Background: an optimization exercise with open tools, aiming at small area, a short achievable clock period and few clock cycles per item. Do not read the settings as production practice. Function was checked by simulation only, so behaviour that the tests miss may differ from the original.

==> design.v <==
package sha256_pkg;
	typedef logic [31:0] word_t;
	function automatic word_t init_h(input logic [2:0] i);
		word_t h;
		case (i)
			3'd0: h = 32'h6A09E667; 3'd1: h = 32'hBB67AE85;
			3'd2: h = 32'h3C6EF372; 3'd3: h = 32'hA54FF53A;
			3'd4: h = 32'h510E527F; 3'd5: h = 32'h9B05688C;
			3'd6: h = 32'h1F83D9AB; default: h = 32'h5BE0CD19;
		endcase
		init_h = h;
	endfunction
	function automatic word_t round_k(input logic [5:0] r);
		word_t k;
		case (r)
			6'd0: k = 32'h428A2F98; 6'd1: k = 32'h71374491; 6'd2: k = 32'hB5C0FBCF;
			6'd3: k = 32'hE9B5DBA5; 6'd4: k = 32'h3956C25B; 6'd5: k = 32'h59F111F1;
			6'd6: k = 32'h923F82A4; 6'd7: k = 32'hAB1C5ED5; 6'd8: k = 32'hD807AA98;
			6'd9: k = 32'h12835B01; 6'd10: k = 32'h243185BE; 6'd11: k = 32'h550C7DC3;
			6'd12: k = 32'h72BE5D74; 6'd13: k = 32'h80DEB1FE; 6'd14: k = 32'h9BDC06A7;
			6'd15: k = 32'hC19BF174; 6'd16: k = 32'hE49B69C1; 6'd17: k = 32'hEFBE4786;
			6'd18: k = 32'h0FC19DC6; 6'd19: k = 32'h240CA1CC; 6'd20: k = 32'h2DE92C6F;
			6'd21: k = 32'h4A7484AA; 6'd22: k = 32'h5CB0A9DC; 6'd23: k = 32'h76F988DA;
			6'd24: k = 32'h983E5152; 6'd25: k = 32'hA831C66D; 6'd26: k = 32'hB00327C8;
			6'd27: k = 32'hBF597FC7; 6'd28: k = 32'hC6E00BF3; 6'd29: k = 32'hD5A79147;
			6'd30: k = 32'h06CA6351; 6'd31: k = 32'h14292967; 6'd32: k = 32'h27B70A85;
			6'd33: k = 32'h2E1B2138; 6'd34: k = 32'h4D2C6DFC; 6'd35: k = 32'h53380D13;
			6'd36: k = 32'h650A7354; 6'd37: k = 32'h766A0ABB; 6'd38: k = 32'h81C2C92E;
			6'd39: k = 32'h92722C85; 6'd40: k = 32'hA2BFE8A1; 6'd41: k = 32'hA81A664B;
			6'd42: k = 32'hC24B8B70; 6'd43: k = 32'hC76C51A3; 6'd44: k = 32'hD192E819;
			6'd45: k = 32'hD6990624; 6'd46: k = 32'hF40E3585; 6'd47: k = 32'h106AA070;
			6'd48: k = 32'h19A4C116; 6'd49: k = 32'h1E376C08; 6'd50: k = 32'h2748774C;
			6'd51: k = 32'h34B0BCB5; 6'd52: k = 32'h391C0CB3; 6'd53: k = 32'h4ED8AA4A;
			6'd54: k = 32'h5B9CCA4F; 6'd55: k = 32'h682E6FF3; 6'd56: k = 32'h748F82EE;
			6'd57: k = 32'h78A5636F; 6'd58: k = 32'h84C87814; 6'd59: k = 32'h8CC70208;
			6'd60: k = 32'h90BEFFFA; 6'd61: k = 32'hA4506CEB; 6'd62: k = 32'hBEF9A3F7;
			default: k = 32'hC67178F2;
		endcase
		round_k = k;
	endfunction
	function automatic word_t rotr(input word_t x, input int unsigned n);
		rotr = (x >> n) | (x << (32 - n));
	endfunction
	function automatic word_t bsig0(input word_t x);
		bsig0 = rotr(x, 2) ^ rotr(x, 13) ^ rotr(x, 22);
	endfunction
	function automatic word_t bsig1(input word_t x);
		bsig1 = rotr(x, 6) ^ rotr(x, 11) ^ rotr(x, 25);
	endfunction
	function automatic word_t ssig0(input word_t x);
		ssig0 = rotr(x, 7) ^ rotr(x, 18) ^ (x >> 3);
	endfunction
	function automatic word_t ssig1(input word_t x);
		ssig1 = rotr(x, 17) ^ rotr(x, 19) ^ (x >> 10);
	endfunction
endpackage
module sha256_stream_hasher_top (
	input  logic       clk,
	input  logic       arst_n,
	input  logic       s_axis_tvalid,
	output logic       s_axis_tready,
	input  logic [7:0] s_axis_tdata,
	input  logic       s_axis_tuser,
	output logic       m_axis_tvalid,
	input  logic       m_axis_tready,
	output logic [7:0] m_axis_tdata,
	output logic       m_axis_tlast,
	input  logic       cfg_we,
	input  logic [5:0] cfg_wdata
);
	typedef logic [31:0] word_t;
	logic [5:0] dlen_q;
	always_ff @(posedge clk or negedge arst_n) begin
		if (!arst_n)
			dlen_q <= 6'd32;
		else if (cfg_we)
			dlen_q <= cfg_wdata;
	end
	logic       rdy_q;
	logic       v1_q, f1_q;
	logic [7:0] d1_q;
	logic       acc;
	assign s_axis_tready = rdy_q;
	assign acc = s_axis_tvalid && rdy_q;
	always_ff @(posedge clk or negedge arst_n) begin
		if (!arst_n)
			v1_q <= 1'b0;
		else
			v1_q <= acc;
	end
	always_ff @(posedge clk) begin
		f1_q <= s_axis_tuser;
		d1_q <= s_axis_tdata;
	end
	localparam logic [1:0] M_DATA = 2'd0, M_PAD = 2'd1, M_LEN = 2'd2;
	logic [511:0] blk_q;           
	logic [6:0]   fc_q, fc_base, fc_d;
	logic [1:0]   md_q, md_d;
	logic         nb_q;            
	logic         bfirst_q, blast_q;
	logic [38:0]  hh_q;            
	logic [15:0]  hl_q;            
	logic [5:0]   lo_q;
	logic         hinc_q;          
	logic         hc_q;            
	logic         load_q;          
	logic         room, sh;
	logic [7:0]   sb;
	logic [63:0]  bitlen;
	logic         rdy_d;
	assign bitlen = {hh_q, hl_q, lo_q, 3'b000};
	assign room = !fc_q[6] || load_q;
	assign fc_base = load_q ? 7'd0 : fc_q;
	always_comb begin
		sh = 1'b0;
		sb = 8'h00;
		md_d = md_q;
		case (md_q)
			M_DATA: begin
				sh = v1_q;
				sb = f1_q ? 8'h80 : d1_q;
				if (v1_q && f1_q)
					md_d = M_PAD;
			end
			M_PAD: sh = room;
			default: begin
				sh = 1'b1;
				sb = bitlen[8 * (7 - fc_q[2:0]) +: 8];
			end
		endcase
		fc_d = fc_base + 7'(sh);
		if (md_d == M_PAD && sh && fc_q == 7'd55)
			md_d = M_LEN;
		if (md_q == M_LEN && fc_q[2:0] == 3'd7)
			md_d = M_DATA;
		rdy_d = md_d == M_DATA && !(acc && s_axis_tuser) &&
			(fc_d <= 7'd62 || (fc_d == 7'd63 && !acc));
	end
	always_ff @(posedge clk) begin
		if (sh)
			blk_q <= {blk_q[503:0], sb};
		if (md_q == M_DATA && v1_q && f1_q)
			lo_q <= fc_q[5:0];
	end
	always_ff @(posedge clk or negedge arst_n) begin
		if (!arst_n) begin
			fc_q <= '0;
			md_q <= M_DATA;
			nb_q <= 1'b1;
			bfirst_q <= 1'b0;
			blast_q <= 1'b0;
			hh_q <= '0;
			hl_q <= '0;
			hinc_q <= 1'b0;
			hc_q <= 1'b0;
			rdy_q <= 1'b0;
		end else begin
			fc_q <= fc_d;
			md_q <= md_d;
			rdy_q <= rdy_d;
			hinc_q <= md_q == M_DATA && v1_q && !f1_q && fc_q[5:0] == 6'd63;
			hc_q <= hinc_q && hl_q == 16'hFFFF;
			if (md_q == M_LEN && fc_q[2:0] == 3'd7) begin
				hl_q <= '0;
				hh_q <= '0;
			end else begin
				if (hinc_q)
					hl_q <= hl_q + 16'd1;
				if (hc_q)
					hh_q <= hh_q + 39'd1;
			end
			if (sh && fc_q == 7'd63) begin
				bfirst_q <= nb_q;
				blast_q <= md_q == M_LEN;
				nb_q <= md_q == M_LEN;
			end
		end
	end
	localparam logic [1:0] E_IDLE = 2'd0, E_ROUND = 2'd1, E_ADD = 2'd2, E_STALL = 2'd3;
	logic [1:0]  ph_q;             
	logic [1:0]  est_q, ast_q;     
	logic [5:0]  rc_q, rc_d;       
	logic [5:0]  rcn_q;            
	word_t       kc_q;             
	logic        lq_q;             
	logic        nf_q, nl_q;       
	logic        f_q, l_q;         
	logic        viv_q;            
	logic        dpend_q;          
	word_t a_q, b_q, c_q, d_q, e_q, f_q2, g_q, h_q2;
	word_t p_q;                    
	word_t dl_q;                   
	word_t t1_q;                   
	logic [479:0] w_q;             
	word_t ws_q, wc_q;             
	word_t ha_q [4];               
	word_t he_q [4];               
	word_t w0, w1, w9, w14, wres;
	word_t s0, s1, ch, mj, a_new, e_new, t1_new;
	word_t q_s, q_c, r_s, r_c, t_s, t_c, e_s, e_c, u_s, u_c, x_s, x_c, y_s, y_c;
	word_t xa, xe, ya, ye, sa, se, iva, ive, a_in, e_in;
	logic  aadd, eadd, aiv, eiv;
	function automatic logic [63:0] csa(input word_t x, input word_t y, input word_t z);
		word_t cy;
		cy = (x & y) | (z & (x | y));
		csa = {x ^ y ^ z, cy[30:0], 1'b0};
	endfunction
	assign w0  = w_q[479:448];
	assign w1  = w_q[447:416];
	assign w9  = w_q[191:160];
	assign w14 = w_q[31:0];
	assign wres = ws_q + wc_q;
	assign {x_s, x_c} = csa(sha256_pkg::ssig1(w14), w9, sha256_pkg::ssig0(w1));
	assign {y_s, y_c} = csa(x_s, x_c, w0);
	assign {q_s, q_c} = csa(g_q, kc_q, w0);
	assign {r_s, r_c} = csa(q_s, q_c, b_q);
	assign s1 = sha256_pkg::bsig1(e_q);
	assign ch = (e_q & f_q2) ^ (~e_q & g_q);
	assign {t_s, t_c} = csa(p_q, s1, ch);
	assign {e_s, e_c} = csa(dl_q, s1, ch);
	assign t1_new = t_s + t_c;
	assign e_new = e_s + e_c;
	assign s0 = sha256_pkg::bsig0(a_q);
	assign mj = (a_q & b_q) | (c_q & (a_q | b_q));
	assign {u_s, u_c} = csa(t1_q, s0, mj);
	assign a_new = u_s + u_c;
	assign aadd = ast_q == E_ADD;
	assign eadd = est_q == E_ADD;
	assign iva = sha256_pkg::init_h({1'b0, ~ph_q});
	assign ive = sha256_pkg::init_h({1'b1, ~(ph_q + 2'd1)});
	assign xa = (aadd && f_q) ? iva : ha_q[3];
	assign xe = (eadd && f_q) ? ive : he_q[3];
	assign ya = aadd ? d_q : '0;
	assign ye = eadd ? h_q2 : '0;
	assign sa = xa + ya;
	assign se = xe + ye;
	assign aiv = (aadd && l_q) || (ast_q == E_IDLE && viv_q);
	assign eiv = (eadd && l_q) || (est_q == E_IDLE && viv_q);
	assign a_in = aiv ? iva : aadd ? sa : d_q;
	assign e_in = eiv ? ive : eadd ? se : h_q2;
	assign rc_d = load_q ? 6'd0 : rcn_q;
	always_ff @(posedge clk) begin
		a_q <= (ast_q == E_ROUND) ? a_new : a_in;
		b_q <= a_q;
		c_q <= b_q;
		d_q <= c_q;
		e_q <= (est_q == E_ROUND) ? e_new : e_in;
		f_q2 <= e_q;
		g_q <= f_q2;
		h_q2 <= g_q;
		p_q <= q_s + q_c;
		dl_q <= r_s + r_c;
		t1_q <= t1_new;
		kc_q <= load_q ? sha256_pkg::round_k(6'd0) : sha256_pkg::round_k(rcn_q);
		if (load_q) begin
			w_q <= blk_q[511:32];
			ws_q <= blk_q[31:0];
			wc_q <= '0;
		end else begin
			w_q <= {w_q[447:0], wres};
			ws_q <= y_s;
			wc_q <= y_c;
		end
		ha_q[0] <= sa;
		ha_q[1] <= ha_q[0];
		ha_q[2] <= ha_q[1];
		ha_q[3] <= ha_q[2];
		he_q[0] <= se;
		he_q[1] <= he_q[0];
		he_q[2] <= he_q[1];
		he_q[3] <= he_q[2];
	end
	logic [4:0] kr_q;
	logic [5:0] nlim_q, ncap;
	logic       ov_q, ol_q;
	logic [7:0] od_q;
	logic       oload, avail, take;
	logic [1:0] wpos;
	logic [7:0] hbyte;
	logic       klast;
	assign ncap = (dlen_q > 6'd32) ? 6'd32 : dlen_q;
	assign wpos = kr_q[3:2] + ph_q + 2'(kr_q[4]);
	assign avail = wpos == kr_q[1:0];
	always_comb begin
		case ({kr_q[4], kr_q[1:0]})
			3'd0: hbyte = ha_q[0][31:24];
			3'd1: hbyte = ha_q[1][23:16];
			3'd2: hbyte = ha_q[2][15:8];
			3'd3: hbyte = ha_q[3][7:0];
			3'd4: hbyte = he_q[0][31:24];
			3'd5: hbyte = he_q[1][23:16];
			3'd6: hbyte = he_q[2][15:8];
			default: hbyte = he_q[3][7:0];
		endcase
	end
	assign klast = {1'b0, kr_q} == nlim_q - 6'd1;
	assign oload = !ov_q || m_axis_tready;
	assign take = oload && dpend_q && avail;
	assign m_axis_tvalid = ov_q;
	assign m_axis_tdata = od_q;
	assign m_axis_tlast = ol_q;
	always_ff @(posedge clk) begin
		if (take) begin
			od_q <= hbyte;
			ol_q <= klast;
		end
	end
	always_ff @(posedge clk or negedge arst_n) begin
		if (!arst_n) begin
			ph_q <= '0;
			est_q <= E_IDLE;
			ast_q <= E_IDLE;
			rc_q <= '0;
			rcn_q <= 6'd1;
			load_q <= 1'b0;
			lq_q <= 1'b0;
			nf_q <= 1'b0;
			nl_q <= 1'b0;
			f_q <= 1'b0;
			l_q <= 1'b0;
			viv_q <= 1'b1;
			dpend_q <= 1'b0;
			kr_q <= '0;
			nlim_q <= '0;
			ov_q <= 1'b0;
		end else begin
			ph_q <= ph_q + 2'd1;
			rc_q <= rc_d;
			rcn_q <= rc_d + 6'd1;
			load_q <= fc_d[6] && ph_q == 2'd0 && (ast_q == E_IDLE || ast_q == E_ADD);
			if (load_q) begin
				lq_q <= 1'b1;
				nf_q <= bfirst_q;
				nl_q <= blast_q;
			end
			ast_q <= est_q;
			if (ph_q == 2'd2) begin
				case (est_q)
					E_ROUND: if (rc_q == 6'd0) est_q <= dpend_q ? E_STALL : E_ADD;
					E_STALL: if (!dpend_q) est_q <= E_ADD;
					default: est_q <= lq_q ? E_ROUND : E_IDLE;
				endcase
			end
			if (ph_q == 2'd3) begin
				if (est_q == E_ROUND && ast_q != E_ROUND) begin
					lq_q <= 1'b0;
					f_q <= nf_q;
					l_q <= nl_q;
					viv_q <= 1'b0;
				end
				if (aadd && l_q) begin
					viv_q <= est_q != E_ROUND;
					dpend_q <= ncap != 6'd0;
					nlim_q <= ncap;
					kr_q <= '0;
				end
			end
			if (oload)
				ov_q <= take;
			if (take) begin
				kr_q <= kr_q + 5'd1;
				if (klast)
					dpend_q <= 1'b0;
			end
		end
	end
endmodule
==> flow/run.sh <==
#!/bin/bash
set -o pipefail
cp standard.sh standard_sh_copy.log
export SETUP_SLACK_MARGIN=8
bash standard.sh > standard.log 2>&1
==> standard.sh <==
#!/bin/bash
# synth_recipe.tcl (not shown) runs the flow's synth.tcl, then flattens the netlist and writes it again
# the make line also repeats each setting of config.mk as NAME=value (left out here)
make -C /OpenROAD-flow-scripts/flow DESIGN_CONFIG=/design/flow/config.mk WORK_HOME=/design/flow/orfs CLKGATE_MAP_FILE= SYNTH_SCRIPT=/design/flow/synth_recipe.tcl "${@:-finish}"
==> config.mk <==
export PLATFORM = sky130hd
export DESIGN_NAME = sha256_stream_hasher_top
export DESIGN_NICKNAME = sha256_stream_hasher_top
export VERILOG_FILES = /design/flow/design.v
export SDC_FILE = /design/flow/constraint.sdc
export NUM_CORES = 4
export LEC_CHECK = 0
export CAP_MARGIN = 20
export CORE_MARGIN = 2
export CORE_UTILIZATION = 45
export CTS_BUF_LIST = sky130_fd_sc_hd__clkbuf_16
export CTS_CLUSTER_DIAMETER = 70
export CTS_CLUSTER_SIZE = 40
export PLACE_DENSITY = 0.6
export SLEW_MARGIN = 20
==> constraint.sdc <==
create_clock -name core_clock -period 12.0 [get_ports {clk}]
set_input_delay 2.4000 -clock core_clock [delete_from_list [all_inputs] [get_ports {clk}]]
set_output_delay 2.4000 -clock core_clock [all_outputs]
set_load 0.01 [all_outputs]
==> results of run 1 <==
-- cell usage after synthesis (9+ instances only) --
| master | instances |
|---|---|
| a22o_1 | 10 |
| xor2_1 | 189 |
| a21boi_0 | 10 |
| dfrtp_1 | 111 |
| clkbuf_1 | 229 |
| mux2_2 | 521 |
| nor4_1 | 12 |
| o21ai_0 | 266 |
| o21bai_1 | 31 |
| ha_1 | 278 |
| dfxtp_1 | 1192 |
| o21a_1 | 39 |
| fa_1 | 224 |
| nand3_1 | 104 |
| a211o_1 | 16 |
| inv_1 | 286 |
| nand4_1 | 32 |
| a31oi_1 | 37 |
| a21oi_1 | 337 |
| nor2b_1 | 71 |
| a311oi_1 | 14 |
| a21o_1 | 141 |
| a211oi_1 | 43 |
| a2111oi_0 | 11 |
| mux4_2 | 17 |
| and3_1 | 101 |
| o211ai_1 | 32 |
| xnor2_1 | 346 |
| or3_1 | 33 |
| nor2_1 | 332 |
| a31o_2 | 9 |
| and2_1 | 20 |
| nand2_1 | 416 |
| o21ai_1 | 15 |
| mux2i_1 | 35 |
| buf_1 | 16 |
| nor3_1 | 73 |
| edfxtp_1 | 527 |
| o31ai_1 | 16 |
| o31a_1 | 9 |
| a22oi_1 | 26 |
| a221oi_1 | 14 |
| o22ai_1 | 24 |
| nand2b_1 | 46 |
-- metal layers --
| layer | up-vias | part of all wire (%) | wire [µm] | global-route usage, % |
|---|---|---|---|---|
| met2 | 1407 | 47 | 100600 | 39.16 |
| met5 | - | 0 | 0 | 0 |
| met4 | 0 | 4.0 | 8539 | 8.420 |
| met1 | 24380 | 44 | 95760 | 33.48 |
| met3 | 324 | 5.1 | 10960 | 2.795 |
| li1 | 22850 | - | - | - |
-- metrics by stage --
step	worst slack, ps	area (µm²)	utilization, %	std cells
final	7795	87040	50.74	8925
after detailed placement	6502	80370	46.85	8612
after global routing	7663	87030	50.74	8923
after floorplan	6208	77680	-	6472
after CTS	7814	85710	49.96	8860
after global placement	6537	80370	46.85	8612
-- worst max-delay path, delay by kind of cell, from the launching register on --
family | cells | cell delay (ps)
buf+inv | 2 | 120
compound gates | 7 | 1610
fa+ha+maj | 3 | 1340
simple gates | 2 | 550
xor+xnor | 1 | 120
flops | 1 | 420
-- cells by family (layout without fill, tap and decap cells) --
group | count (synthesis) | count (layout) | share of synthesized area [%]
flops | 1834 | 1834 | 54.82
simple gates | 1278 | 1280 | 7.668
xor+xnor | 535 | 535 | 6.034
mux | 573 | 573 | 8.499
compound gates | 1209 | 1209 | 10.08
fa+ha+maj | 505 | 505 | 10.29
other cells | 0 | 3 | 0
buf+inv | 538 | 676 | 2.605
-- final cells by class --
cell class | instances | share of cell area (%)
Antenna cell | 3 | 0.008625
Clock buffer | 113 | 3.249
Clock inverter | 95 | 1.519
Inverter | 290 | 1.266
Multi-Input combinational cell | 4102 | 39.50
Sequential cell | 1834 | 49.15
Tap cell | 2310 | 3.321
Timing Repair Buffer | 178 | 1.990
-- final timing paths --
check                               startpoint                     to  slack (ps)  depth (start not counted)
min in group asynchronous               arst_n  dlen_q[2]$_DFFE_PN0P_        1590                          1
setup / recovery              w_q[450]$_DFF_P_       dl_q[30]$_DFF_P_        7790                         15
hold reg to reg            he_q[1][14]$_DFF_P_    he_q[2][14]$_DFF_P_         310                          0
max in group asynchronous               arst_n      md_q[0]$_DFF_PN0_        8960                          2
hold / removal             he_q[1][14]$_DFF_P_    he_q[2][14]$_DFF_P_         310                          0
setup reg to reg              w_q[450]$_DFF_P_       dl_q[30]$_DFF_P_        7790                         15
-- sequential cells by signal (all words and copies together) (netlist names), 39 cells and up --
name / flops
blk_q: 512
ha_q: 128
he_q: 128
hh_q: 39
w_q: 480
-- what timing repair did --
action,4_1_cts,5_1_grt
pin swaps,50,113
setup buffers,35,58
cloned,5,4
endpoints found under the hold margin,0,0
resized for setup,231,196
hold buffers,0,0
setup endpoints to repair,150,216
==> run_results.csv, run 1 <==
group,metric,value,unit
clocking,path_clk_slew,100,ps
timing,setup_viol,0,
timing,fmax,237.8,MHz
yosys,synthFlopType,"dfxtp_1",
yosys,ys_top_cells_by_area,"dfxtp_1 31%, edfxtp_1 20%, mux2_2 7.6%, fa_1 5.8%, ha_1 4.5%",
yosys,synth_area,77650,µm²
yosys,seq_area_frac_synth,54.82,%
floorplanning,die_y,419.4,µm
placement,gp_congestion,0.9808,
worst_setup_path,critPathSlowestCell,"fa_1",
drt,drc,0,
drt,drtIter0Drc,5058,
timing,min_period_over_period,35.04,%
cells_and_area,most-common-layout-cells,"1110 x dfxtp_1, 527 x edfxtp_1, 521 x mux2_2",
yosys,yosysUniqueCellTypes,94,
timing,hold_violations,0,
timing,slew_viol_final,0,
clocking,cts_tree,"yes",
drt,firstDrtPassIters,7,
clocking,clock_sinks,1834,
floorplanning,dieArea,175900,µm²
cells_and_area,final_common_cell,"dfxtp_1",
clocking,root_buffer,"clkbuf_16",
timing,worst_pin_slew,1188,ps
global_routing,grt_usage,24.14,%
worst_hold_path,hp-class,"reg2reg",
worst_setup_path,worstSetupPathType,"reg2reg",
drt,wl_per_cell,24.19,µm
clocking,htreeDepth,3,
worst_setup_path,critical_path_required,12710,ps
worst_setup_path,crit_chain,"fa_1, inv_2, fa_1, inv_2, ha_4, a211oi_4, nor4b_4, o21ba_4, o21ai_4, a31oi_4, or4_4, a31o_4, a221o_1, a21oi_2, xnor2_1",
yosys,syn_area_per_cell,12.00,µm²
clocking,clkLatencyLatePin,790,ps
worst_setup_path,cp-start-kind,"flip-flop",
cells_and_area,layout-drive-gt1-share,18.15,%
cells_and_area,multi_input_area,34380,µm²
yosys,synth_top_area_share,30.73,%
yosys,synthCells,6472,
status,status,"finished clean",
cells_and_area,area.growth.synth_to_final,12.09,%
cells_and_area,final_net_count,7038,
global_routing,grt_pass1_vias,48020,
drt,antenna_left,0,
drt,vias_per_cell,5.486,
placement,io_buffers,30,
placement,dp_hpwl,159200,µm
timing,fin_crit,4205,ps
floorplanning,row_count,152,
worst_setup_path,critPathMaxFanout,3,
yosys,synth_edf_count,527,
job,cap_violations,0,
floorplanning,coreArea,171500,µm²
worst_setup_path,endpoint_kind,"flip-flop",
drt,vias,48960,
timing,skew,42.24,ps
worst_setup_path,max_stage_delay,550,ps
clocking,clockBufferDepth,3,
yosys,async_flop_share,6.270,%
yosys,synth_fp_nets,6994,
floorplanning,die_w,419.4,µm
global_routing,antenna_found_initial,5,
floorplanning,pin_count,31,
timing,rsz0062_at_grt,"yes",
floorplanning,initial_core_util,45.27,%
global_routing,grt_start_max_net_pins,183,
timing,tns,0,ps
yosys,synth_seq_cells,1834,
clocking,cts_buffers,110,
worst_setup_path,worst_ep_arrival_time,4910,ps
cells_and_area,n_fill_cell,15100,
yosys,yosys.area.top_type,"dfxtp_1",
global_routing,grt_pass1_wl,316000,µm
yosys,ys_warn_count,3,
timing,max_slew_margin,20.81,%
drt,drt-total-wl,215900,µm
cells_and_area,register_area,42780,µm²
global_routing,overflow,0,
timing,holdWs,311.4,ps
Testbench counts, summed over its fixed seeds: cycles 53,284, bytes 44,000.
==> inputs of run 2 (changes only) <==
--- a/config.mk
+++ b/config.mk
@@ -10,6 +10,6 @@
 export CORE_UTILIZATION = 45
 export CTS_BUF_LIST = sky130_fd_sc_hd__clkbuf_16
-export CTS_CLUSTER_DIAMETER = 70
-export CTS_CLUSTER_SIZE = 40
+export CTS_CLUSTER_DIAMETER = 60
+export CTS_CLUSTER_SIZE = 30
 export PLACE_DENSITY = 0.6
 export SLEW_MARGIN = 20
==> run_results.csv, run 2 <==
group,metric,value,unit
cells_and_area,reg_top3,"blk_q (512), w_q (480)",
clocking,root_buffer,"clkbuf_16",
yosys,synth.most_common_cell,"dfxtp_1",
drt,drc,0,
drt,vias_per_cell,5.502,
floorplanning,die_y,419.4,µm
drt,met3_wirelength,11950,µm
timing,fmax,236.1,MHz
timing,fin_crit,4235,ps
clocking,clockBufferDepth,3,
drt,vias,49330,
yosys,synth_top_area_share,30.73,%
yosys,synthCells,6472,
drt,top_layer_used,"met4",
drt,wl_met1,95230,µm
timing,worst_pin_slew,1174,ps
placement,place_area,80370,µm²
yosys,async_flop_share,6.270,%
global_routing,grt_pass1_wl,317600,µm
worst_setup_path,worst_ep_arrival_time,4940,ps
worst_setup_path,cp_num_buf_inv,2,
worst_setup_path,cpLargestDelayFamily,"compound AO/OA/AOI/OAI gates",
worst_setup_path,critPathMaxFanout,3,
worst_hold_path,hold_path_depth,0,
yosys,synth_fp_nets,6994,
timing,min_period_over_period,35.30,%
global_routing,overflow,0,
drt,antenna_left,0,
status,status,"finished clean",
clocking,clkLatencyLatePin,790,ps
worst_setup_path,cp-start-kind,"flip-flop",
drt,wl_per_cell,24.09,µm
global_routing,grt_start_max_net_pins,183,
cells_and_area,top_register,"blk_q",
floorplanning,coreArea,171500,µm²
clocking,ctsHoldBuffers,0,
cells_and_area,area.growth.synth_to_final,12.80,%
yosys,syn_area_per_cell,12.00,µm²
drt,drtIter0Drc,4901,
worst_setup_path,critical_path_required,12710,ps
drt,firstDrtPassIters,9,
worst_setup_path,rr_worst_depth,15,
timing,setup_ws,7765,ps
global_routing,grt_usage,24.30,%
cells_and_area,final_cell_area,87590,µm²
worst_setup_path,endpoint_kind,"flip-flop",
yosys,synth_area,77650,µm²
cells_and_area,final_common_cell,"dfxtp_1",
drt,drt-total-wl,216000,µm
floorplanning,pin_count,31,
timing,slew_viol_final,0,
floorplanning,dieArea,175900,µm²
floorplanning,initial_core_util,45.27,%
worst_setup_path,r2r-end,"dl_q[30]$_DFF_P_",
worst_hold_path,hp-start,"he_q[2][5]$_DFF_P_",
timing,rsz0062_at_grt,"yes",
yosys,yosys.area.top_type,"dfxtp_1",
cells_and_area,layout-drive-gt1-share,18.58,%
worst_setup_path,r2r_start,"w_q[450]$_DFF_P_",
placement,preCtsSetupSlack,6502,ps
job,cap_violations,0,
floorplanning,die_w,419.4,µm
timing,hold_violations,0,
worst_setup_path,crit_chain,"fa_1, inv_2, fa_1, inv_2, ha_4, a211oi_4, nor4b_4, o21ba_4, o21ai_4, a31oi_4, or4_4, a31o_4, a221o_1, a21oi_2, xnor2_1",
clocking,path_clk_slew,100,ps
worst_setup_path,max_stage_delay,590,ps
yosys,yosysUniqueCellTypes,94,
clocking,cts_tree,"yes",
placement,io_buffers,30,
yosys,ys_warn_count,3,
worst_setup_path,worstSetupPathType,"reg2reg",
worst_hold_path,hp-class,"reg2reg",
yosys,synth_edf_count,527,
worst_setup_path,rrSetupSlack,7760,ps
yosys,synth_seq_cells,1834,
clocking,cts_buffers,132,
yosys,synthTopCellsByCount,"1192 x dfxtp_1, 527 x edfxtp_1, 521 x mux2_2",
cells_and_area,largest_reg_flops,512,
cells_and_area,final_core_util,51.06,%
drt,met2_length,100900,µm
clocking,clock_sinks,1834,
timing,max_slew_margin,21.74,%
worst_hold_path,hold_end,"he_q[3][5]$_DFF_P_",
placement,gp_congestion,0.9808,
global_routing,antenna_found_initial,7,
global_routing,grt_pass1_vias,48320,
timing,setup_viol,0,
worst_setup_path,critPathSlowestCell,"fa_1",
floorplanning,row_count,152,
placement,dp_hpwl,159200,µm
cells_and_area,final_net_count,7064,
yosys,ys_top_cells_by_area,"dfxtp_1 31%, edfxtp_1 20%, mux2_2 7.6%, fa_1 5.8%, ha_1 4.5%",
timing,skew,31.51,ps
timing,tns,0,ps
clocking,htreeDepth,4,
yosys,seq_area_frac_synth,54.82,%
yosys,synthFlopType,"dfxtp_1",
cells_and_area,most-common-layout-cells,"1111 x dfxtp_1, 527 x edfxtp_1, 520 x mux2_2",
==> run 2: area by class of cell <==
type	count	area, µm²
fill	15020	83950
sequential	1834	42780
multi-input combinational	4102	34320
timing repair buffer	182	1732
antenna	5	12.51
tap	2310	2890
inverter	290	1102
clock inverter	107	1348
clock buffer	136	3403
==> run 2: worst max-delay path by stage <==
stage | startpoint | depth (start not counted) | endpoint | slack (ps)
floorplan | load_q$_DFF_PN0_ | 11 | rdy_q$_DFF_PN0_ | 6210
CTS | w_q[450]$_DFF_P_ | 15 | dl_q[30]$_DFF_P_ | 7790
global route | w_q[450]$_DFF_P_ | 15 | dl_q[30]$_DFF_P_ | 7630
global placement | ast_q[1]$_DFF_PN0_ | 18 | a_q[31]$_DFF_P_ | 6540
detailed placement | ast_q[1]$_DFF_PN0_ | 18 | a_q[31]$_DFF_P_ | 6500
finish | w_q[450]$_DFF_P_ | 15 | dl_q[30]$_DFF_P_ | 7760
==> run 2: cells by family (layout without fill, tap and decap cells) <==
family / Yosys count / count (layout) / share of synthesized area, %
simple gates: 1278 / 1280 / 7.668
xor+xnor: 535 / 535 / 6.034
fa+ha+maj: 505 / 505 / 10.29
flops: 1834 / 1834 / 54.82
mux: 573 / 573 / 8.499
other cells: 0 / 5 / 0
buf+inv: 538 / 715 / 2.605
compound gates: 1209 / 1209 / 10.08
==> run 2: stage by stage <==
step / hold WS [ps] / std cells
floorplan: 309.6 / 6472
global placement: 310.0 / 8612
detailed placement: 312.1 / 8612
CTS: 316.2 / 8900
global route: 322.8 / 8962
finish: 315.5 / 8966
==> run 2: layer usage <==
| metal | vias to the layer above | track usage [%] |
|---|---|---|
| met2 | 1566 | 39.58 |
| met3 | 346 | 3.159 |
| met4 | 0 | 7.932 |
| met5 | - | 0 |
| met1 | 24460 | 33.54 |
| li1 | 22960 | - |
==> run 2: repair_timing <==
| item | in CTS | in global routing |
|---|---|---|
| setup buffers | 41 | 58 |
| pin swaps | 64 | 100 |
| endpoints found under the hold margin | 0 | 0 |
| gates cloned | 4 | 3 |
| setup endpoints to repair | 150 | 195 |
| resized for setup | 242 | 173 |
==> inputs of run 3 (changes only) <==
--- a/config.mk
+++ b/config.mk
@@ -12,4 +12,5 @@
 export CTS_CLUSTER_DIAMETER = 60
 export CTS_CLUSTER_SIZE = 30
+export GPL_ROUTABILITY_DRIVEN = 0
 export PLACE_DENSITY = 0.6
 export SLEW_MARGIN = 20
==> run_results.csv, run 3 <==
group,metric,value,unit
status,status,"finished clean",
yosys,synth_compound_area_share,10.08,%
worst_setup_path,max_stage_delay,440,ps
drt,vias,49450,
worst_setup_path,worstSetupPathType,"reg2reg",
yosys,synth_seq_cells,1834,
timing,skew,42.87,ps
floorplanning,coreArea,171500,µm²
cells_and_area,area.growth.synth_to_final,12.39,%
yosys,synth_mux_area_share,8.499,%
clocking,cts_tree,"yes",
cells_and_area,layout-drive-gt1-share,17.94,%
cells_and_area,top_register,"blk_q",
yosys,syn_area_per_cell,12.00,µm²
floorplanning,pin_count,31,
global_routing,grt_pass1_wl,308000,µm
cells_and_area,final_net_count,7031,
placement,placedCellCount,8608,
timing,fmax,241.9,MHz
drt,antenna_left,0,
yosys,synth-xor-area-share,6.034,%
placement,preCtsSetupSlack,6691,ps
yosys,yosysUniqueCellTypes,94,
timing,fin_crit,4133,ps
timing,slew_viol_final,0,
cells_and_area,reg_top3,"blk_q (512), w_q (480)",
timing,rsz0062_at_grt,"yes",
floorplanning,die_w,419.4,µm
placement,io_buffers,30,
clocking,clkLatencyLatePin,810,ps
floorplanning,row_count,152,
yosys,yosys.area.top_type,"dfxtp_1",
global_routing,antenna_found_initial,8,
worst_setup_path,worst_ep_arrival_time,4890,ps
timing,max_slew_margin,28.44,%
global_routing,grt_usage,23.32,%
cells_and_area,final_common_cell,"dfxtp_1",
yosys,ys_warn_count,3,
cells_and_area,final_cells,8929,
global_routing,grt_start_max_net_pins,197,
clocking,ctsHoldBuffers,0,
floorplanning,die_y,419.4,µm
cells_and_area,largest_reg_flops,512,
global_routing,grt_pass1_vias,48050,
timing,min_period_over_period,34.44,%
yosys,synth_edf_count,527,
job,cap_violations,0,
worst_setup_path,cp.depth,17,
yosys,synthFlopType,"dfxtp_1",
worst_setup_path,crit_chain,"buf_4, ha_1, buf_4, o21bai_4, nor2_4, a21o_1, ha_1, a21o_1, a31o_1, a221o_1, a31o_2, a31oi_4, o31ai_4, o21a_1, and4_1, nor4_1, o31a_1",
worst_setup_path,cp-start-kind,"flip-flop",
yosys,synth-simple-area-share,7.668,%
clocking,clock_sinks,1834,
drt,vias_per_cell,5.538,
placement,dp_hpwl,153400,µm
worst_setup_path,critical_path_required,12760,ps
timing,holdWs,310.3,ps
drt,firstDrtPassIters,7,
cells_and_area,n_fill_cell,15050,
yosys,ys_top_cells_by_area,"dfxtp_1 31%, edfxtp_1 20%, mux2_2 7.6%, fa_1 5.8%, ha_1 4.5%",
global_routing,overflow,0,
timing,hold_violations,0,
yosys,synth.most_common_cell,"dfxtp_1",
yosys,synth_fa_ha_area_share,10.29,%
clocking,clockBufferDepth,3,
floorplanning,dieArea,175900,µm²
worst_setup_path,cp_num_buf_inv,2,
yosys,synth_top_family_by_area,"adder cells",
worst_setup_path,cpLargestDelayFamily,"compound AO/OA/AOI/OAI gates",
timing,tns,0,ps
worst_setup_path,critPathMaxFanout,6,
worst_setup_path,critPathSlowestCell,"dfrtp_2",
yosys,seq_area_frac_synth,54.82,%
yosys,async_flop_share,6.270,%
clocking,root_buffer,"clkbuf_16",
worst_setup_path,rr_worst_depth,17,
timing,worst_pin_slew,1073,ps
timing,setup_ws,7867,ps
clocking,cts_buffers,120,
yosys,synth_top_area_share,30.73,%
drt,drc,0,
drt,wl_per_cell,23.46,µm
worst_hold_path,hold_path_depth,0,
worst_hold_path,hp-class,"reg2reg",
timing,setup_viol,0,
yosys,synth_area,77650,µm²
yosys,synthTopCellsByCount,"1192 x dfxtp_1, 527 x edfxtp_1, 521 x mux2_2",
clocking,htreeDepth,3,
clocking,path_clk_slew,100,ps
cells_and_area,final_core_util,50.87,%
drt,drtIter0Drc,5359,
floorplanning,initial_core_util,45.27,%
drt,drt-total-wl,209400,µm
yosys,synth_fp_nets,6994,
worst_setup_path,endpoint_kind,"flip-flop",
cells_and_area,most-common-layout-cells,"1105 x dfxtp_1, 527 x edfxtp_1, 521 x mux2_2",
yosys,synthCells,6472,
-- run 3: cell types whose count changed in the layout (fill, tap and decap cells not counted), moves of 8 or more --
cell	previous run	this run
buf_4	119	102
inv_12	10	26
dfxtp_2	46	61
dfxtp_4	35	26
inv_6	25	12
clkbuf_16	138	130
-- run 3: metrics by stage --
step                      area, µm²
after floorplan               77680
after global placement        80330
after detailed placement      80330
after CTS                     86190
after global routing          87270
final                         87270
-- run 3: layer usage --
layer / global-route usage (%) / vias up / part of all wire, %
li1: - / 22880 / -
met1: 31.67 / 24370 / 43
met2: 37.60 / 1723 / 46
met3: 3.162 / 475 / 5.8
met4: 9.584 / 8 / 4.9
met5: 0 / - / 0.024
-- run 3: cell families (layout without fill, tap and decap cells) --
family                   count (synthesis)  in the layout
AO/OA/AOI/OAI                         1209           1209
XOR/XNOR                               535            535
adder cells (fa/ha/maj)                505            505
buffers and inverters                  538            681
flip-flops                            1834           1834
multiplexers                           573            573
other                                    0              2
AND/OR/NAND/NOR                       1278           1280
-- run 3: path summary, 6_finish.rpt --
kind | from | end | slack (ps)
max reg2reg | ph_q[0]$_DFF_PN0_ | a_q[31]$_DFF_P_ | 7870
min in group asynchronous | arst_n | l_q$_DFFE_PN0P_ | 1580
max in group asynchronous | arst_n | load_q$_DFF_PN0_ | 9010
min | ha_q[0][7]$_DFF_P_ | ha_q[1][7]$_DFF_P_ | 310
max | ph_q[0]$_DFF_PN0_ | a_q[31]$_DFF_P_ | 7870
min reg2reg | ha_q[0][7]$_DFF_P_ | ha_q[1][7]$_DFF_P_ | 310
-- run 3: cell type report --
type,instances,area [µm²],share of cell area [%]
Sequential cell,1834,42770,49.01
Clock inverter,106,1664,1.907
Multi-Input combinational cell,4102,34130,39.11
Antenna cell,2,5.005,0.005735
Timing Repair Buffer,161,1605,1.839
Tap cell,2310,2890,3.312
Inverter,290,1102,1.263
Clock buffer,124,3103,3.556
-- run 3: timing repair --
action	CTS	global route
endpoints found under the setup margin	197	198
setup buffers	32	47
resized for setup	242	141
gates cloned	4	6
pin swaps	48	79
-- run 3: worst reg2reg max path, delay by kind of cell (launching register included) --
kind	cells	cell delay (ps)
simple gates	3	550
compound gates	10	2230
flops	1	440
fa+ha+maj	2	520
buf+inv	2	360
==> inputs of run 4 (changes only) <==
==> flow/run.sh (replaced) <==
#!/bin/bash
set -o pipefail
cp standard.sh standard_sh_copy.log
export SETUP_SLACK_MARGIN=8.25
bash standard.sh > standard.log 2>&1
--- a/config.mk
+++ b/config.mk
@@ -12,5 +12,4 @@
 export CTS_CLUSTER_DIAMETER = 60
 export CTS_CLUSTER_SIZE = 30
-export GPL_ROUTABILITY_DRIVEN = 0
 export PLACE_DENSITY = 0.6
 export SLEW_MARGIN = 20
==> run_results.csv, run 4 <==
group,metric,value,unit
yosys,ys_warn_count,3,
floorplanning,die_w,419.4,µm
drt,drc,0,
placement,io_buffers,30,
cells_and_area,n_fill_cell,15040,
floorplanning,die_y,419.4,µm
worst_setup_path,critical_path_required,12730,ps
cells_and_area,area.growth.synth_to_final,15.12,%
timing,fmax,245.9,MHz
cells_and_area,largest_reg_flops,512,
timing,max_slew_margin,29.50,%
floorplanning,pin_count,31,
clocking,clock_sinks,1834,
global_routing,grt_pass1_wl,321100,µm
yosys,synth_compound_area_share,10.08,%
cells_and_area,final_cells,9060,
worst_hold_path,hp-class,"reg2reg",
drt,wl_per_cell,24.26,µm
worst_setup_path,endpoint_kind,"flip-flop",
job,cap_violations,0,
yosys,async_flop_share,6.270,%
worst_setup_path,critPathSlowestCell,"fa_1",
timing,skew,54.14,ps
drt,drtIter0Drc,4672,
timing,fin_crit,4066,ps
placement,gp_congestion,0.9686,
worst_setup_path,worst_ep_arrival_time,4790,ps
yosys,synth_fp_nets,6994,
yosys,synth_top_family_by_area,"adder cells",
clocking,cts_tree,"yes",
yosys,synth-xor-area-share,6.034,%
yosys,synthTopCellsByCount,"1192 x dfxtp_1, 527 x edfxtp_1, 521 x mux2_2",
cells_and_area,register_area,42860,µm²
timing,setup_viol,0,
status,status,"finished clean",
worst_setup_path,max_stage_delay,520,ps
timing,hold_violations,0,
drt,antenna_left,0,
global_routing,overflow,0,
timing,tns,0,ps
yosys,synthCells,6472,
yosys,synth_mux_area_share,8.499,%
floorplanning,coreArea,171500,µm²
global_routing,antenna_found_initial,7,
drt,vias_per_cell,5.510,
yosys,synth_seq_cells,1834,
timing,slew_viol_final,0,
yosys,yosysUniqueCellTypes,94,
cells_and_area,layout-drive-gt1-share,21.98,%
worst_setup_path,worstSetupPathType,"reg2reg",
placement,dp_hpwl,159300,µm
clocking,root_buffer,"clkbuf_16",
clocking,clockBufferDepth,3,
cells_and_area,final_common_cell,"dfxtp_1",
worst_setup_path,cpMostUsedCell,"fa_1",
yosys,seq_area_frac_synth,54.82,%
yosys,synthFlopType,"dfxtp_1",
clocking,ctsHoldBuffers,0,
floorplanning,row_count,152,
drt,firstDrtPassIters,6,
cells_and_area,most-common-layout-cells,"1089 x dfxtp_1, 527 x edfxtp_1, 519 x mux2_2",
placement,placedCellCount,8614,
global_routing,grt_usage,24.53,%
yosys,synth_fa_ha_area_share,10.29,%
yosys,synth_area,77650,µm²
yosys,yosys.area.top_type,"dfxtp_1",
worst_setup_path,cp-start-kind,"flip-flop",
floorplanning,dieArea,175900,µm²
clocking,clkLatencyLatePin,800,ps
timing,min_period_over_period,33.88,%
drt,drt-total-wl,219800,µm
timing,holdWs,290.1,ps
yosys,synth.most_common_cell,"dfxtp_1",
global_routing,grt_pass1_vias,49230,
timing,worst_pin_slew,1054,ps
yosys,synth_edf_count,527,
yosys,syn_area_per_cell,12.00,µm²
yosys,ys_top_cells_by_area,"dfxtp_1 31%, edfxtp_1 20%, mux2_2 7.6%, fa_1 5.8%, ha_1 4.5%",
cells_and_area,top_register,"blk_q",
worst_setup_path,crit_chain,"fa_1, fa_1, ha_1, nand2_1, nor3_1, and3_1, a22oi_2, a31oi_4, or4_1, a31o_2, a221o_1, a21oi_2, xnor2_1",
drt,vias,49920,
worst_setup_path,critPathMaxFanout,5,
floorplanning,initial_core_util,45.27,%
timing,rsz0062_at_grt,"yes",
yosys,synth-simple-area-share,7.668,%
cells_and_area,multi_input_area,35190,µm²
global_routing,grt_start_max_net_pins,138,
cells_and_area,final_net_count,7162,
clocking,cts_buffers,130,
clocking,htreeDepth,4,
cells_and_area,reg_top3,"blk_q (512), w_q (480)",
yosys,synth_top_area_share,30.73,%
clocking,path_clk_slew,100,ps
## run 4: cell counts after synthesis
No cell type changed its count.
## run 4: kinds of logic (layout without fill, tap and decap cells)
kind of cell,count (synthesis),in the layout
adder cells (fa/ha/maj),505,505
XOR/XNOR,535,535
AND/OR/NAND/NOR,1278,1279
AO/OA/AOI/OAI,1209,1209
other,0,4
flip-flops,1834,1834
buffers and inverters,538,811
multiplexers,573,573
## run 4: worst paths after layout
check                                 startpoint               endpoint  slack, ps  cells past startpoint
worst max-delay path             g_q[17]$_DFF_P_       dl_q[30]$_DFF_P_       7930                     13
worst min-delay path            f_q2[30]$_DFF_P_        g_q[30]$_DFF_P_        290                      0
worst max register to register   g_q[17]$_DFF_P_       dl_q[30]$_DFF_P_       7930                     13
worst min register to register  f_q2[30]$_DFF_P_        g_q[30]$_DFF_P_        290                      0
max in group asynchronous                 arst_n      md_q[0]$_DFF_PN0_       9020                      2
min in group asynchronous                 arst_n  dlen_q[3]$_DFFE_PN0P_       1600                      1
## run 4: what timing repair did
| item | in CTS | in global routing |
|---|---|---|
| setup buffers | 110 | 86 |
| setup endpoints to repair | 432 | 299 |
| gates resized for setup | 411 | 255 |
| pin swaps | 150 | 176 |
| cloned | 4 | 4 |
## run 4: area by class of cell
| cell class | count | area share [%] |
|---|---|---|
| sequential | 1834 | 47.95 |
| multi-input combinational | 4101 | 39.36 |
| clock buffer | 138 | 3.863 |
| tap | 2310 | 3.233 |
| timing repair buffer | 283 | 2.899 |
| clock inverter | 100 | 1.453 |
| inverter | 290 | 1.235 |
| antenna | 4 | 0.01120 |
## run 4: through the flow
step | setup slack (ps) | util [%] | instance area (µm²)
floorplan | 6208 | - | 77810
global placement | 6049 | 46.90 | 80450
detailed placement | 6023 | 46.90 | 80460
CTS | 7866 | 51.03 | 87540
global route | 7851 | 52.11 | 89380
finish | 7934 | 52.11 | 89390
## run 4: critical path, delay by kind of cell, from the launching register on
family / cells / cell delay [ps]
DFF: 1 / 470
and+or+nand+nor: 4 / 910
adders and majority gates: 3 / 1380
xor gates and xnor gates: 1 / 130
AOI/OAI and AO/OA: 5 / 1130
## run 4: per-layer routing
metal  routed length [µm]  up-vias  GRT usage (%)
met5                   52        -              0
li1                     -    23130              -
met4                 9679        8          9.724
met2               103600     1434          40.20
met3                11250      390          3.229
met1                95230    24950          32.96
==> inputs of run 5 (changes only) <==
==> flow/run.sh (replaced) <==
#!/bin/bash
set -o pipefail
export SETUP_SLACK_MARGIN=8
bash standard.sh > standard.log 2>&1
--- a/config.mk
+++ b/config.mk
@@ -10,6 +10,7 @@
 export CORE_UTILIZATION = 45
 export CTS_BUF_LIST = sky130_fd_sc_hd__clkbuf_16
-export CTS_CLUSTER_DIAMETER = 60
-export CTS_CLUSTER_SIZE = 30
+export CTS_CLUSTER_DIAMETER = 65
+export CTS_CLUSTER_SIZE = 35
+export GPL_ROUTABILITY_DRIVEN = 0
 export PLACE_DENSITY = 0.6
 export SLEW_MARGIN = 20
==> run_results.csv, run 5 <==
group,metric,value,unit
drt,antenna_left,0,
clocking,path_clk_slew,100,ps
timing,hold_violations,0,
clocking,cts_buffers,113,
yosys,ys_warn_count,3,
drt,vias,49320,
floorplanning,die_y,419.4,µm
clocking,ctsHoldBuffers,0,
floorplanning,dieArea,175900,µm²
global_routing,antenna_found_initial,5,
timing,slew_viol_final,0,
yosys,async_flop_share,6.270,%
cells_and_area,layout-drive-gt1-share,18.03,%
placement,dp_hpwl,153400,µm
yosys,synth_edf_count,527,
global_routing,grt_pass1_vias,48100,
timing,fin_crit,4102,ps
worst_setup_path,critPathMaxFanout,3,
worst_setup_path,cp-start-kind,"flip-flop",
worst_hold_path,hp-class,"reg2reg",
timing,setup_viol,0,
global_routing,grt_pass1_wl,307800,µm
clocking,clkLatencyLatePin,790,ps
timing,worst_pin_slew,1081,ps
floorplanning,pin_count,31,
yosys,synthTopCellsByCount,"1192 x dfxtp_1, 527 x edfxtp_1, 521 x mux2_2",
cells_and_area,final_common_cell,"dfxtp_1",
placement,placedCellCount,8608,
cells_and_area,top_register,"blk_q",
cells_and_area,n_fill_cell,15070,
yosys,synth.most_common_cell,"dfxtp_1",
placement,io_buffers,30,
floorplanning,coreArea,171500,µm²
yosys,synthCells,6472,
yosys,seq_area_frac_synth,54.82,%
drt,drtIter0Drc,5503,
timing,max_slew_margin,27.91,%
timing,skew,33.68,ps
yosys,synth_area,77650,µm²
yosys,synth_top_area_share,30.73,%
timing,tns,0,ps
global_routing,grt_start_max_net_pins,197,
clocking,cts_tree,"yes",
worst_setup_path,worstSetupPathType,"reg2reg",
drt,drc,0,
clocking,clock_sinks,1834,
worst_setup_path,endpoint_kind,"flip-flop",
timing,setup_ws,7898,ps
clocking,clockBufferDepth,3,
yosys,synth_seq_cells,1834,
cells_and_area,reg_top3,"blk_q (512), w_q (480)",
global_routing,overflow,0,
timing,fmax,243.8,MHz
drt,vias_per_cell,5.529,
clocking,root_buffer,"clkbuf_16",
floorplanning,initial_core_util,45.27,%
floorplanning,row_count,152,
worst_setup_path,critical_path_required,12710,ps
yosys,syn_area_per_cell,12.00,µm²
worst_setup_path,worst_ep_arrival_time,4810,ps
cells_and_area,final_net_count,7033,
timing,rsz0062_at_grt,"yes",
cells_and_area,final_cells,8921,
job,cap_violations,0,
cells_and_area,most-common-layout-cells,"1100 x dfxtp_1, 527 x edfxtp_1, 520 x mux2_2",
timing,min_period_over_period,34.18,%
drt,drt-total-wl,209500,µm
timing,holdWs,317.9,ps
clocking,htreeDepth,3,
yosys,synth_fp_nets,6994,
cells_and_area,largest_reg_flops,512,
placement,preCtsSetupSlack,6691,ps
status,status,"finished clean",
yosys,yosys.area.top_type,"dfxtp_1",
cells_and_area,area.growth.synth_to_final,12.10,%
floorplanning,die_w,419.4,µm
drt,firstDrtPassIters,8,
drt,wl_per_cell,23.48,µm
yosys,yosysUniqueCellTypes,94,
yosys,ys_top_cells_by_area,"dfxtp_1 31%, edfxtp_1 20%, mux2_2 7.6%, fa_1 5.8%, ha_1 4.5%",
global_routing,grt_usage,23.29,%
yosys,synthFlopType,"dfxtp_1",
==> run 5: cell counts after synthesis <==
Identical to the previous run, type by type.
==> run 5: final timing paths <==
kind,endpoint,depth (start not counted),from,slack [ps]
setup reg to reg,dl_q[30]$_DFF_P_,15,w_q[450]$_DFF_P_,7900
min in group asynchronous,l_q$_DFFE_PN0P_,1,arst_n,1610
hold reg to reg,g_q[15]$_DFF_P_,0,f_q2[15]$_DFF_P_,320
setup / recovery,dl_q[30]$_DFF_P_,15,w_q[450]$_DFF_P_,7900
max in group asynchronous,load_q$_DFF_PN0_,2,arst_n,8990
hold / removal,g_q[15]$_DFF_P_,0,f_q2[15]$_DFF_P_,320
==> run 5: logic make-up (layout without fill, tap and decap cells) <==
kind of cell / after synthesis / after routing / share of synthesized area (%)
and+or+nand+nor: 1278 / 1280 / 7.668
DFF: 1834 / 1834 / 54.82
other: 0 / 1 / 0
muxes: 573 / 573 / 8.499
AOI/OAI and AO/OA: 1209 / 1209 / 10.08
adders and majority gates: 505 / 505 / 10.29
xor gates and xnor gates: 535 / 535 / 6.034
buffers and inverters: 538 / 674 / 2.605
==> run 5: area by class of cell <==
type	count	area [µm²]	share of cell area, %
flip-flops and latches	1834	42800	49.16
multi-input cells	4102	34200	39.28
clock buffers	118	2953	3.392
well taps	2310	2890	3.320
repair buffers	170	1644	1.889
clock inverters	96	1464	1.682
inverters	290	1106	1.271
diodes	1	2.502	0.002875
==> run 5: timing repair <==
| action | 4_1_cts | 5_1_grt |
|---|---|---|
| buffers inserted | 31 | 58 |
| cloned | 4 | 5 |
| setup endpoints to repair | 198 | 176 |
| gates resized for setup | 227 | 177 |
| pin swaps | 43 | 93 |
==> run 5: per-layer routing <==
layer | share of wire [%] | GRT usage (%)
met1 | 43 | 31.53
met2 | 46 | 37.45
met4 | 4.9 | 9.968
met5 | 0.011 | 0
met3 | 5.8 | 3.210
==> run 5: through the flow <==
| stage | utilization (%) | instance area (µm²) |
|---|---|---|
| 2_1_floorplan | - | 77680 |
| 3_3_place_gp | 46.83 | 80330 |
| 3_5_place_dp | 46.83 | 80330 |
| 4_1_cts | 50.01 | 85790 |
| 5_1_grt | 50.75 | 87050 |
| 6_report | 50.75 | 87050 |
==> run 5: critical path, cell delays in order (launching register included) <==
cell      delay [ps]
dfxtp_4          420
fa_1             540
inv_2             50
fa_1             510
inv_2             50
ha_4             240
a211oi_4         310
nor4b_4          100
o21ba_4          230
o21ai_4          170
a31oi_4          110
or4_4            440
a31o_4           280
a221o_1          320
a21oi_2          140
xnor2_1          120
==> inputs of run 6 (changes only) <==
--- a/config.mk
+++ b/config.mk
@@ -13,4 +13,4 @@
 export CTS_CLUSTER_SIZE = 35
 export GPL_ROUTABILITY_DRIVEN = 0
-export PLACE_DENSITY = 0.6
+export PLACE_DENSITY = 0.7
 export SLEW_MARGIN = 20
==> run_results.csv, run 6 <==
group,metric,value,unit
cells_and_area,n_fill_cell,14740,
timing,skew,56.35,ps
floorplanning,die_w,419.4,µm
clocking,ctsHoldBuffers,0,
global_routing,use_met2,35.26,%
floorplanning,row_count,152,
global_routing,grt.met1_usage,30.05,%
worst_setup_path,critical_path_required,12710,ps
global_routing,grt_pass1_vias,48670,
global_routing,antenna_found_initial,6,
yosys,synthTopCellsByCount,"1192 x dfxtp_1, 527 x edfxtp_1, 521 x mux2_2",
clocking,root_buffer,"clkbuf_16",
drt,firstDrtPassIters,10,
timing,setup_viol,0,
cells_and_area,reg_top3,"blk_q (512), w_q (480)",
clocking,clock_sinks,1834,
worst_setup_path,r2r_start,"g_q[2]$_DFF_P_",
clocking,cts_tree,"yes",
cells_and_area,top_register,"blk_q",
floorplanning,coreArea,171500,µm²
yosys,synth.most_common_cell,"dfxtp_1",
cells_and_area,final_net_count,7020,
global_routing,grt_usage,22.55,%
yosys,synth_top_area_share,30.73,%
yosys,synthFlopType,"dfxtp_1",
worst_hold_path,hold_path_depth,0,
drt,drc,0,
yosys,synth_edf_count,527,
drt,wl_per_cell,22.86,µm
yosys,ys_top_cells_by_area,"dfxtp_1 31%, edfxtp_1 20%, mux2_2 7.6%, fa_1 5.8%, ha_1 4.5%",
clocking,clkLatencyLatePin,810,ps
timing,rsz0062_at_grt,"yes",
timing,worst_pin_slew,1022,ps
worst_hold_path,hp-start,"he_q[0][21]$_DFF_P_",
worst_setup_path,cp-start-kind,"flip-flop",
yosys,seq_area_frac_synth,54.82,%
global_routing,grt_pass1_wl,300600,µm
worst_setup_path,endpoint_kind,"flip-flop",
yosys,synth_area,77650,µm²
job,cap_violations,0,
drt,drtIter0Drc,5851,
placement,dp_hpwl,146000,µm
timing,hold_violations,0,
timing,tns,0,ps
cells_and_area,most-common-layout-cells,"1103 x dfxtp_1, 527 x edfxtp_1, 521 x mux2_2",
yosys,yosys.area.top_type,"dfxtp_1",
timing,slew_viol_final,0,
clocking,path_clk_slew,120,ps
clocking,htreeDepth,3,
cells_and_area,largest_reg_flops,512,
worst_setup_path,critPathMaxFanout,3,
yosys,syn_area_per_cell,12.00,µm²
drt,vias,50170,
worst_setup_path,crit_start,"g_q[2]$_DFF_P_",
global_routing,use_met3,4.328,%
yosys,synth_fp_nets,6994,
drt,antenna_left,0,
cells_and_area,final_common_cell,"dfxtp_1",
yosys,ys_warn_count,3,
floorplanning,pin_count,31,
drt,drt-total-wl,203600,µm
timing,fin_crit,4173,ps
cells_and_area,area.growth.synth_to_final,12.03,%
worst_setup_path,worstSetupPathType,"reg2reg",
clocking,cts_buffers,105,
floorplanning,dieArea,175900,µm²
timing,max_slew_margin,31.87,%
worst_setup_path,worst_ep_arrival_time,4890,ps
global_routing,grt_start_max_net_pins,161,
worst_setup_path,rr_worst_depth,15,
yosys,async_flop_share,6.270,%
global_routing,overflow,0,
status,status,"finished clean",
timing,min_period_over_period,34.78,%
timing,fmax,239.6,MHz
global_routing,busiest_layer,"met2",
yosys,yosysUniqueCellTypes,94,
yosys,synthCells,6472,
drt,vias_per_cell,5.635,
cells_and_area,layout-drive-gt1-share,17.84,%
placement,io_buffers,30,
worst_hold_path,hp-class,"reg2reg",
cells_and_area,final_core_util,50.71,%
floorplanning,die_y,419.4,µm
yosys,synth_seq_cells,1834,
clocking,clockBufferDepth,3,
floorplanning,initial_core_util,45.27,%
## run 6: cell counts after synthesis
No cell type changed its count.
## run 6: worst max-delay path, cell delays in order (launching register included)
cell	delay, ps
dfxtp_4	390
fa_1	550
inv_2	60
fa_1	560
inv_2	70
ha_4	230
a211oi_4	300
nor4b_4	100
o21ba_4	230
o21ai_4	140
a31oi_4	120
or4_4	500
a31o_4	260
a221o_1	310
a21oi_2	130
xnor2_1	130
## run 6: metrics by stage
| stage | cell area [µm²] | cells | worst slack (ps) | hold WS (ps) |
|---|---|---|---|---|
| floorplan | 77680 | 6472 | 6208 | 309.6 |
| global placement | 80280 | 8604 | 6911 | 309.5 |
| detailed placement | 80280 | 8604 | 6837 | 312.1 |
| CTS | 85700 | 8841 | 7880 | 296.7 |
| global route | 86990 | 8902 | 7724 | 288.0 |
| finish | 86990 | 8904 | 7827 | 295.0 |
## run 6: routing by layer
layer | part of all wire [%] | up-vias
li1 | - | 22810
met2 | 45 | 2218
met1 | 41 | 24550
met4 | 5.9 | 4
met5 | 0.012 | -
met3 | 7.9 | 581
## run 6: area by class of cell
| cell class | instances | area [µm²] | area share [%] |
|---|---|---|---|
| timing repair buffer | 164 | 1659 | 1.907 |
| antenna | 3 | 7.507 | 0.008630 |
| clock inverter | 95 | 1588 | 1.825 |
| multi-input combinational | 4103 | 34330 | 39.46 |
| inverter | 290 | 1102 | 1.267 |
| sequential | 1834 | 42790 | 49.19 |
| tap | 2310 | 2890 | 3.322 |
| clock buffer | 105 | 2628 | 3.020 |
## run 6: final timing paths
kind	slack, ps	to
worst min register to register	290	he_q[1][21]$_DFF_P_
worst min-delay path	290	he_q[1][21]$_DFF_P_
worst max-delay path	7830	dl_q[30]$_DFF_P_
worst max register to register	7830	dl_q[30]$_DFF_P_
max in group asynchronous	9220	nb_q$_DFFE_PN1P_
min in group asynchronous	1520	nlim_q[2]$_DFFE_PN0P_
## run 6: kinds of logic (layout without fill, tap and decap cells)
logic type / Yosys count / in the layout / share of synthesized area [%]
AOI/OAI and AO/OA: 1209 / 1209 / 10.08
xor gates and xnor gates: 535 / 535 / 6.034
adders and majority gates: 505 / 505 / 10.29
buffers and inverters: 538 / 654 / 2.605
DFF: 1834 / 1834 / 54.82
muxes: 573 / 573 / 8.499
other: 0 / 3 / 0
and+or+nand+nor: 1278 / 1281 / 7.668
## run 6: timing repair
action | CTS | global route
pin swaps | 63 | 77
cloned | 6 | 5
setup endpoints to repair | 324 | 78
buffers inserted | 31 | 54
gates resized for setup | 252 | 163
==> inputs of run 7 (changes only) <==
==> run.sh (new file) <==
#!/bin/bash
# synth_recipe.tcl (not shown) runs the flow's synth.tcl, then flattens the netlist and writes it again
# the make line also repeats each setting of config.mk as NAME=value (left out here)
make -C /OpenROAD-flow-scripts/flow DESIGN_CONFIG=/design/flow/config.mk WORK_HOME=/design/flow/orfs CLKGATE_MAP_FILE= SYNTH_SCRIPT=/design/flow/synth_recipe.tcl finish
--- a/config.mk
+++ b/config.mk
@@ -13,4 +13,5 @@
 export CTS_CLUSTER_SIZE = 35
 export GPL_ROUTABILITY_DRIVEN = 0
-export PLACE_DENSITY = 0.7
+export PLACE_DENSITY = 0.6
+export SETUP_SLACK_MARGIN = 5
 export SLEW_MARGIN = 20
removed: flow/run.sh
removed: standard.sh
==> run_results.csv, run 7 <==
group,metric,value,unit
cells_and_area,n_fill_cell,15340,
drt,vias_per_cell,5.494,
global_routing,busiest_layer,"met2",
worst_setup_path,endpoint_kind,"flip-flop",
timing,fin_crit,5730,ps
cells_and_area,area.growth.synth_to_final,8.896,%
yosys,synthTopCellsByCount,"1192 x dfxtp_1, 527 x edfxtp_1, 521 x mux2_2",
clocking,cts.repair.resized,0,
timing,max_slew_margin,26.02,%
yosys,synthFlopType,"dfxtp_1",
yosys,synth_seq_cells,1834,
placement,dp_hpwl,152600,µm
worst_hold_path,hp-class,"reg2reg",
floorplanning,pin_count,31,
clocking,cts_buffers,112,
drt,wl_per_cell,23.16,µm
worst_setup_path,rr_worst_depth,16,
clocking,clockBufferDepth,3,
floorplanning,die_w,419.4,µm
global_routing,use_met3,3.313,%
timing,hold_violations,0,
cells_and_area,final_common_cell,"dfxtp_1",
cells_and_area,reg_top3,"blk_q (512), w_q (480)",
cells_and_area,multi_input_area,33080,µm²
timing,skew,60.24,ps
yosys,synth_area,77650,µm²
floorplanning,die_y,419.4,µm
clocking,ctsHoldBuffers,0,
timing,setup_viol,0,
yosys,synth_edf_count,527,
yosys,async_flop_share,6.270,%
worst_setup_path,critical_path_required,12660,ps
placement,place_area,80300,µm²
cells_and_area,top_register,"blk_q",
clocking,clock_sinks,1834,
timing,slew_viol_final,0,
yosys,synth_top_area_share,30.73,%
timing,worst_pin_slew,1110,ps
cells_and_area,largest_reg_flops,512,
cells_and_area,final_cell_area,84560,µm²
timing,setup_ws,6270,ps
drt,vias,48480,
floorplanning,dieArea,175900,µm²
yosys,syn_area_per_cell,12.00,µm²
clocking,path_clk_slew,100,ps
yosys,synth.most_common_cell,"dfxtp_1",
status,status,"finished clean",
timing,rsz0062_at_grt,"no",
drt,drtIter0Drc,4686,
yosys,synthCells,6472,
clocking,cts_setup_buffers,0,
cells_and_area,layout-drive-gt1-share,12.82,%
yosys,seq_area_frac_synth,54.82,%
drt,firstDrtPassIters,7,
worst_setup_path,cp-start-kind,"flip-flop",
floorplanning,initial_core_util,45.27,%
global_routing,overflow,0,
cells_and_area,most-common-layout-cells,"1192 x dfxtp_1, 527 x edfxtp_1, 521 x mux2_2",
timing,holdWs,321.9,ps
worst_hold_path,hold_path_depth,0,
job,cap_violations,0,
clocking,clkLatencyLatePin,800,ps
yosys,ys_top_cells_by_area,"dfxtp_1 31%, edfxtp_1 20%, mux2_2 7.6%, fa_1 5.8%, ha_1 4.5%",
cells_and_area,final_net_count,6935,
global_routing,grt_pass1_wl,303900,µm
yosys,yosys.area.top_type,"dfxtp_1",
global_routing,grt_start_max_net_pins,170,
placement,io_buffers,30,
drt,antenna_left,0,
global_routing,grt.met1_usage,30.90,%
run 7: cell type report:
type	instances	share of cell area (%)
Timing Repair Buffer	75	0.7857
Sequential cell	1834	50.36
Tap cell	2310	3.418
Clock buffer	115	3.403
Clock inverter	98	1.626
Inverter	290	1.287
Multi-Input combinational cell	4100	39.12
Antenna cell	2	0.005918
run 7: cell families (layout without fill, tap and decap cells):
family	Yosys count	count (layout)	share of synthesized area, %
buf+inv	538	578	2.605
other cells	0	2	0
flops	1834	1834	54.82
mux	573	573	8.499
simple gates	1278	1278	7.668
compound gates	1209	1209	10.08
fa+ha+maj	505	505	10.29
xor+xnor	535	535	6.034
run 7: final timing paths:
check	slack [ps]	startpoint	end
worst min register to register	320	ha_q[2][6]$_DFF_P_	ha_q[3][6]$_DFF_P_
worst min-delay path	320	ha_q[2][6]$_DFF_P_	ha_q[3][6]$_DFF_P_
worst max-delay path	6270	ast_q[0]$_DFF_PN0_	a_q[31]$_DFF_P_
min in group asynchronous	1580	arst_n	dlen_q[2]$_DFFE_PN0P_
worst max register to register	6270	ast_q[0]$_DFF_PN0_	a_q[31]$_DFF_P_
max in group asynchronous	8960	arst_n	load_q$_DFF_PN0_
run 7: through the flow:
| stage | instances |
|---|---|
| global placement | 8609 |
| detailed placement | 8609 |
| finish | 8824 |
| CTS | 8822 |
| floorplan | 6472 |
| global route | 8823 |
run 7: per-layer routing:
metal	vias up	wire length, µm
met5	-	39
met4	6	10430
met3	429	11950
met2	1658	94060
met1	23740	87900
li1	22650	-
run 7: critical path: stages (launching register included):
cell      delay [ps]
dfrtp_1          940
clkinv_1         750
buf_4            440
and3_1           450
nor2_1           210
a21oi_1           80
ha_1             440
nand2_1          110
or3_1            350
o21bai_1         290
a31o_2           280
a31oi_4          130
o31ai_2          390
o21a_1           220
and4_1           200
nor4_1            60
o31a_1           280

## re-timing with driven ports
In the flow no input, the clock included, has a driving cell. The finished layouts below were timed again as built, in two steps. Step 1 (the two cells are an assumption about what drives the block):
set clk [get_ports {clk}]
set_driving_cell -lib_cell sky130_fd_sc_hd__clkbuf_16 $clk
set_driving_cell -lib_cell sky130_fd_sc_hd__buf_2 [delete_from_list [all_inputs] $clk]
Step 2 moves the port delays by t, midway between the first and last clock arrival at a register: inputs arrive t later, outputs are due t later. That takes back most of the time a late clock gives input paths. a / b / c = ideal / step 1 / step 2; a / b = the first two.
run	t (ns)	setup WS [ns]	slew at the worst register clock pin (ns)	worst data-port slew with drivers (ns)
run 1	0.854	7.795 / 7.795 / 7.795	0.12 / 0.12	0.04
run 2	0.867	7.765 / 7.765 / 7.765	0.11 / 0.11	0.04
run 3	0.874	7.867 / 7.867 / 7.791	0.11 / 0.11	0.04
run 4	0.855	7.934 / 7.934 / 7.797	0.11 / 0.11	0.04
run 5	0.857	7.898 / 7.898 / 7.781	0.12 / 0.12	0.04
run 6	0.869	7.827 / 7.827 / 7.737	0.12 / 0.12	0.06
run 7	0.851	6.270 / 6.270 / 6.270	0.12 / 0.12	0.05
After both steps every run listed still meets setup and hold. The setup slack of run 4, which loses most, moves by 0.000 ns with the drivers and by -0.137 ns with both steps.
